This design comes from an exercise in tuning for small area, a short achievable clock period and few clock cycles on the open sky130 flow, not from production work.
Where RTL was checked, it was by simulation tests only, not by an equivalence proof against the original.
Power figures rest on the tool's default switching activity, not on a simulated workload. The flow treats the clock pin as an ideal source, which a real chip does not have.

run A:
==> flow/design.v (excerpt) <==
module emem_ctrl #(
  parameter int NUM_BANKS = emem_pkg::num_banks
) (
  input  logic          wr_clk,
  input  logic          reset,
  input  logic          em_clear,
  input  logic          rd_start,
  input  logic          wr_start,
  input  logic [247:0]  em_data,
  output logic          rd_busy,
  output logic          wr_busy,
  output logic          rd_done,
  output logic          wr_done,
  output logic          init_load,
  output logic [4:0]    init_index,
  output logic [7:0]    init_data,
  output logic [2:0]    em_bank,
  output logic          em_full
);
export LEC_CHECK = 0
export CAP_MARGIN = 20
export CORE_MARGIN = 2
export CORE_UTILIZATION = 50
export PLACE_DENSITY = 0.65
export SETUP_SLACK_MARGIN = 5
export SLEW_MARGIN = 20
export TNS_END_PERCENT = 100
create_clock -name core_clock -period 8.0 [get_ports {wr_clk}]
standard.sh (not shown) runs the stock make flow with config.mk's settings and CLKGATE_MAP_FILE= SYNTH_SCRIPT=/design/flow/synth_recipe.tcl, a recipe that flattens the netlist after the stock synthesis.
==> flow/flow/run.sh <==
#!/bin/bash
set -euo pipefail
bash standard.sh \
  SETUP_SLACK_MARGIN=5.42 \
  TNS_END_PERCENT=100 \
  "BUFFER_PORTS_ARGS=-buffer_cell sky130_fd_sc_hd__buf_1" \
  "CTS_ARGS=-sink_clustering_enable -repair_clock_nets -dont_use_dummy_load -sink_clustering_size 27 -sink_clustering_max_diameter 150" \
  finish > flow.log 2>&1
Run A completed every stage of the flow, and the final layout passed the timing, DRC and antenna checks.
Testbench counts of run A, summed over its fixed seeds: cycles 9,354.
--- input diff run A..run B ---
==> flow/flow/run.sh <==
#!/bin/bash
set -euo pipefail
bash standard.sh \
  SETUP_SLACK_MARGIN=5.5 \
  TNS_END_PERCENT=100 \
  "BUFFER_PORTS_ARGS=-buffer_cell sky130_fd_sc_hd__buf_1" \
  "CTS_ARGS=-sink_clustering_enable -repair_clock_nets -dont_use_dummy_load -sink_clustering_size 30 -sink_clustering_max_diameter 150" \
  finish > flow.log 2>&1
--- outcome ---
[compare] base=run A new=run B: cell area reported after detailed placement has remained practically unchanged; sequential share of layout area now smaller. Summary of the comparison: final core area utilization is higher in run B, relative to run A. Taking run A as the reference, in run B clock-pin transition on the worst setup and hold timing paths comparable; pin count of the biggest net entering global routing went down 28; total chip power saw a decrease. The lower CTS buffer count of run A and run B is in run B. When run B is set beside run A, its clock buffer count turns out to be 8.9% smaller. Via count, run B vs run A: up slightly.
Relative to run B, the following input files were edited for run C:
==> flow/flow/run.sh <==
#!/bin/bash
set -euo pipefail
bash standard.sh \
  SETUP_SLACK_MARGIN=5.5 \
  TNS_END_PERCENT=100 \
  "BUFFER_PORTS_ARGS=-buffer_cell sky130_fd_sc_hd__buf_1" \
  "CTS_ARGS=-sink_clustering_enable -repair_clock_nets -dont_use_dummy_load -sink_clustering_size 27 -sink_clustering_max_diameter 150" \
  finish > flow.log 2>&1
- Taking run B as the reference, in run C combinational power has remained practically unchanged; routed wire length has increased; finished layout cell area rose by about 1.5%; setup slack has decreased; register share of the cell area shows a reduction of 0.77 points.
- Looking at clock period minus final worst setup slack, run C sits 0.031 ns above run B.
- Global-route usage in run C is 0.36 points higher than in run B
- Note that the non-clock buffer count recorded for run C amounts to 1.06 times the value seen in run B.
The following lists how run D was set up differently from run C:
diff --git a/flow/flow/run.sh b/flow/flow/run.sh
--- a/flow/flow/run.sh
+++ b/flow/flow/run.sh
@@ -2,5 +2,5 @@
 set -euo pipefail
 bash standard.sh \
-  SETUP_SLACK_MARGIN=5.5 \
+  SETUP_SLACK_MARGIN=5.35 \
   TNS_END_PERCENT=100 \
   "BUFFER_PORTS_ARGS=-buffer_cell sky130_fd_sc_hd__buf_1" \
Results
- Both conditions hold for run D: the flow ran to the end and the final layout passed the timing, DRC and antenna checks.
- Run D against run C: internal power of the cells did not really move, global-route wire length before repair shrank by 4.2%, setup slack went up by 0.0065 ns.
- Compared with run C, run D shows a lower non-clock buffer count.
- Delta(power density normalized to cell area, run D - run C) > 0
- Run D ended up with a lower switching fraction of total power than run C did.
- Looking only at finished layout cell area, and setting everything else aside, the lower value of run C and run D goes to run D.
- Run D — post-layout utilization of the core 2.5 points lower, run C as reference
- In run D, the maximum number of pins on one net before global-route repair came out about 20% above the value in run C.
- Run D: detailed route wirelength on metal2 lower than run C
Modified inputs, run E compared to run D
diff --git a/flow/flow/run.sh b/flow/flow/run.sh
--- a/flow/flow/run.sh
+++ b/flow/flow/run.sh
@@ -2,5 +2,5 @@
 set -euo pipefail
 bash standard.sh \
-  SETUP_SLACK_MARGIN=5.35 \
+  SETUP_SLACK_MARGIN=5.3 \
   TNS_END_PERCENT=100 \
   "BUFFER_PORTS_ARGS=-buffer_cell sky130_fd_sc_hd__buf_1" \
## What came out
- In summary, run E completed successfully, with a layout that passed the timing, DRC and antenna checks.
- Power per cell area for run E is higher than for run D.
- Clock-cell share of area: run D vs run E, no meaningful difference
- Insertion delay of the later-clocked pin in the worst-skew pair: run E vs run D — no meaningful difference
- Area growth from synthesis to layout: run E < run D
- Final area: run E vs run D — no meaningful difference
- When run E is measured against run D, its register-to-register slack turns out 0.02 ns lower.
- Compared with run D, in run E global-route wire length before repair shows no meaningful change; total routed wirelength shows an increase of 0.32%; minimum hold slack shows a reduction of 0.012 ns; largest net degree at the start of global routing shows a reduction of about 8%; total power after layout shows no meaningful change.

---

emem_ctrl, a different RTL version from the one above (not shown whole).
Size in the first run: about 3,200 cells after synthesis, ~1,100 flip-flops.
export LEC_CHECK = 0
export CAP_MARGIN = 20
export CORE_MARGIN = 2
export CORE_UTILIZATION = 50
export PLACE_DENSITY = 0.65
export SETUP_SLACK_MARGIN = 5
export SLEW_MARGIN = 20
export TNS_END_PERCENT = 100
create_clock -name core_clock -period 8.0 [get_ports {wr_clk}]
==> flow/flow/run.sh <==
#!/bin/bash
set -euo pipefail
bash standard.sh \
  SETUP_SLACK_MARGIN=5.2 \
  TNS_END_PERCENT=100 \
  "BUFFER_PORTS_ARGS=-buffer_cell sky130_fd_sc_hd__buf_1" \
  "CTS_ARGS=-sink_clustering_enable -repair_clock_nets -dont_use_dummy_load -sink_clustering_size 30 -sink_clustering_max_diameter 150" \
  finish > flow.log 2>&1
The first run finished with timing, DRC and antenna clean.
Testbench counts at the start, summed over its fixed seeds: cycles 9,354.
Rerun with:
==> flow/flow/run.sh (replaced) <==
#!/bin/bash
set -euo pipefail
bash standard.sh \
  SETUP_SLACK_MARGIN=5.5 \
  TNS_END_PERCENT=100 \
  "BUFFER_PORTS_ARGS=-buffer_cell sky130_fd_sc_hd__buf_1" \
  "CTS_ARGS=-sink_clustering_enable -repair_clock_nets -dont_use_dummy_load" \
  finish > flow.log 2>&1
Hold slack is better by 0.012 ns.
Worst setup slack improved by 0.14 ns.
Wire length goes up by a few percent.
Combinational power is higher by a few percent.
Power increases by about a fifth.
Synthesized area stays the same.
Cell count rises by a few percent.
Final area rises by a little under a tenth.
Critical path depth went down by 5.
Sequential cell count does not change.
Via count came out higher by a few percent.
Rerun with:
--- a/flow/flow/run.sh
+++ b/flow/flow/run.sh
@@ -7 +7 @@
-  "CTS_ARGS=-sink_clustering_enable -repair_clock_nets -dont_use_dummy_load" \
+  "CTS_ARGS=-sink_clustering_enable -repair_clock_nets -dont_use_dummy_load -sink_clustering_size 24 -sink_clustering_max_diameter 150" \
What happened:
- utilization is lower by 2.1 points
- power drops by 15%
- worst hold slack stays flat
- wire length falls by 1.3%
- clock-buffer cell count shrinks by 56
- design area decreases by 3.6%
- via count fell by 1.2%
- global-route usage goes down by 0.88 points
- maximum frequency went down by 1.2%
Rerun with:
Settings changed: CORE_UTILIZATION 50 to 65, PLACE_DENSITY 0.65 to 0.75.
Clock power barely changes. Cell area goes down by 0.60%. Hold slack is worse by 0.020 ns. Clock-buffer cell count does not change.

---

== alpha ==
Another version of the RTL of emem_ctrl (not shown whole).
Size in the first run: ~3200 cells after synthesis, roughly 1100 flip-flops, roughly 280 I/O pins, roughly 37000 um^2 of cells after synthesis.
clock: 8.0 ns
lec_check: 0
cap_margin: 20
core_margin: 2
core_utilization: 50
place_density: 0.65
setup_slack_margin: 5
slew_margin: 20
tns_end_percent: 100
==> flow/flow/run.sh <==
#!/bin/bash
set -euo pipefail
bash standard.sh \
  SETUP_SLACK_MARGIN=5.5 \
  TNS_END_PERCENT=100 \
  "BUFFER_PORTS_ARGS=-buffer_cell sky130_fd_sc_hd__buf_1" \
  "CTS_ARGS=-sink_clustering_enable -repair_clock_nets -dont_use_dummy_load -sink_clustering_size 24 -buf_list sky130_fd_sc_hd__clkbuf_8" \
  finish > flow.log 2>&1
alpha: no failed stages, no open violations at the end
Input changes introduced in beta (baseline for comparison: alpha):
==> flow/flow/run.sh <==
#!/bin/bash
set -euo pipefail
bash standard.sh \
  SETUP_SLACK_MARGIN=5.5 \
  TNS_END_PERCENT=100 \
  "BUFFER_PORTS_ARGS=-buffer_cell sky130_fd_sc_hd__buf_1" \
  "CTS_ARGS=-sink_clustering_enable -repair_clock_nets -dont_use_dummy_load" \
  finish > flow.log 2>&1
Results
- beta completed; timing, DRC and antenna clean
- alpha | status: complete | timing, DRC, antenna: pass
- Antenna cell count (beta vs. alpha) decreases by a few percent
- On via count: beta sits below alpha.
- Compared with alpha, beta ends up with a larger final cell area.
- Fraction of power consumed by combinational cells, alpha and beta: larger value in alpha
- Changes observed in beta relative to alpha: routing usage on met3 held; global-route usage went up 0.21 points; sequential share of cell area went down 0.68 points; post-detailed-route count of antenna-violating nets held; core utilization went up 0.78 points.
What gamma does differently from beta at the input level:
==> flow/run.sh (new file) <==
#!/bin/bash
# synth_recipe.tcl (not shown) runs the flow's synth.tcl, then flattens the netlist and writes it again
# the make line also repeats each setting of config.mk as NAME=value (left out here)
make -C /OpenROAD-flow-scripts/flow DESIGN_CONFIG=/design/flow/config.mk WORK_HOME=/design/flow/orfs CLKGATE_MAP_FILE= SYNTH_SCRIPT=/design/flow/synth_recipe.tcl finish
removed: flow/flow/run.sh
removed: flow/standard.sh
Results
- gamma ran to completion and came out clean on the timing, DRC and antenna checks.
- In gamma the worst setup slack turned out 0.24 ns lower than in beta.
- gamma ended with less via count than beta.
- Between gamma and beta, it is gamma whose count of cell instances traversed by the critical path is higher, by 5.
- In gamma, the power per cell area came out about 7% above the value in beta.
- End point of the critical path: u_restore.init_data[1] -> gamma, em_bank[2] -> beta
- gamma vs beta, heaviest power group: clock vs registers
- Per the comparison of gamma with beta, wire length of the first global-routing pass shows a reduction of 1000 um; growth of design area from synthesis to finish +5.2 points; sequential share of layout area now smaller.
- The routed wire length on met3 reported for gamma is smaller than that of beta by 4300 um.
- The final reports for gamma and beta show met2 usage higher in the former.
Modified inputs, delta compared to gamma
==> flow/flow/run.sh (new file) <==
#!/bin/bash
set -euo pipefail
bash standard.sh \
  SETUP_SLACK_MARGIN=5.5 \
  TNS_END_PERCENT=100 \
  "BUFFER_PORTS_ARGS=-buffer_cell sky130_fd_sc_hd__buf_1" \
  "CTS_ARGS=-sink_clustering_enable -repair_clock_nets -dont_use_dummy_load -sink_clustering_size 30 -sink_clustering_max_diameter 150" \
  finish > flow.log 2>&1
==> flow/standard.sh (new file) <==
#!/bin/bash
# synth_recipe.tcl (not shown) runs the flow's synth.tcl, then flattens the netlist and writes it again
# the make line also repeats each setting of config.mk as NAME=value (left out here)
make -C /OpenROAD-flow-scripts/flow DESIGN_CONFIG=/design/flow/config.mk WORK_HOME=/design/flow/orfs CLKGATE_MAP_FILE= SYNTH_SCRIPT=/design/flow/synth_recipe.tcl "${@:-finish}"
removed: flow/run.sh
delta packs its core looser than gamma.
In delta the worst slack on hold paths turned out 0.029 ns higher than in gamma.
Part of the total power dissipated in sequential elements, delta and gamma, lower one = gamma.
delta vs. gamma: wire length reported by the detailed router higher, cell area after layout fell by 3500 um^2.
Going from gamma to delta, clock network power share decreased by 17 points relative to the old numbers, multi-input combinational cell area up 0.97%, detailed-router iteration count before antenna repair shows an increase of 1, internal power consumption has decreased.
No run of this note included a check of the RTL's function; only the layout flow was run.

==> port drivers added, routing unchanged <==
How much do the figures lean on ideal ports? The routed layouts below were timed once more, with nothing changed but the port constraints.
Step 1 (the two cells are an assumption about what drives the block):
set clk [get_ports {wr_clk}]
set_driving_cell -lib_cell sky130_fd_sc_hd__clkbuf_16 $clk
set_driving_cell -lib_cell sky130_fd_sc_hd__buf_2 [delete_from_list [all_inputs] $clk]
Step 2, shift: input delay + t, output delay - t, t = (earliest + latest rising clock arrival at the registers) / 2. This alone moves slack from input paths to output paths.
Slacks: ideal ports / drivers / drivers and shift; pairs: ideal ports / drivers.
run | shift t [ns] | setup WS [ns] | hold slack, ns | cell pins on the clock port's net
run A | 0.693 | 5.176 / 5.099 / 4.694 | 0.455 / 0.455 / 0.455 | 1
run B | 0.678 | 5.214 / 5.139 / 4.768 | 0.450 / 0.450 / 0.450 | 1
run C | 0.695 | 5.184 / 5.111 / 4.662 | 0.445 / 0.445 / 0.445 | 1
run D | 0.676 | 5.190 / 5.118 / 4.688 | 0.467 / 0.467 / 0.467 | 1
run E | 0.667 | 5.210 / 5.142 / 4.688 | 0.456 / 0.456 / 0.456 | 1
the first run of note 2 | 0.693 | 5.082 / 5.082 / 4.622 | 0.450 / 0.450 / 0.450 | 1
the second run of note 2 | 0.723 | 5.217 / 5.143 / 4.738 | 0.462 / 0.462 / 0.462 | 1
the third run of note 2 | 0.714 | 5.183 / 5.111 / 4.831 | 0.464 / 0.464 / 0.464 | 1
the fourth run of note 2 | 0.707 | 5.188 / 5.122 / 4.814 | 0.444 / 0.444 / 0.444 | 1
alpha | 0.884 | 5.057 / 4.982 / 4.672 | 0.450 / 0.450 / 0.450 | 1
beta | 0.726 | 5.222 / 5.151 / 4.856 | 0.454 / 0.454 / 0.454 | 1
gamma | 0.750 | 4.980 / 4.966 / 4.313 | 0.435 / 0.435 / 0.435 | 1
delta | 0.679 | 5.222 / 5.150 / 4.767 | 0.465 / 0.465 / 0.465 | 1
After both steps setup and hold are still met in every run listed. For gamma, which loses most, drivers alone change the setup slack by -0.014 ns; drivers and shift together by -0.667 ns.
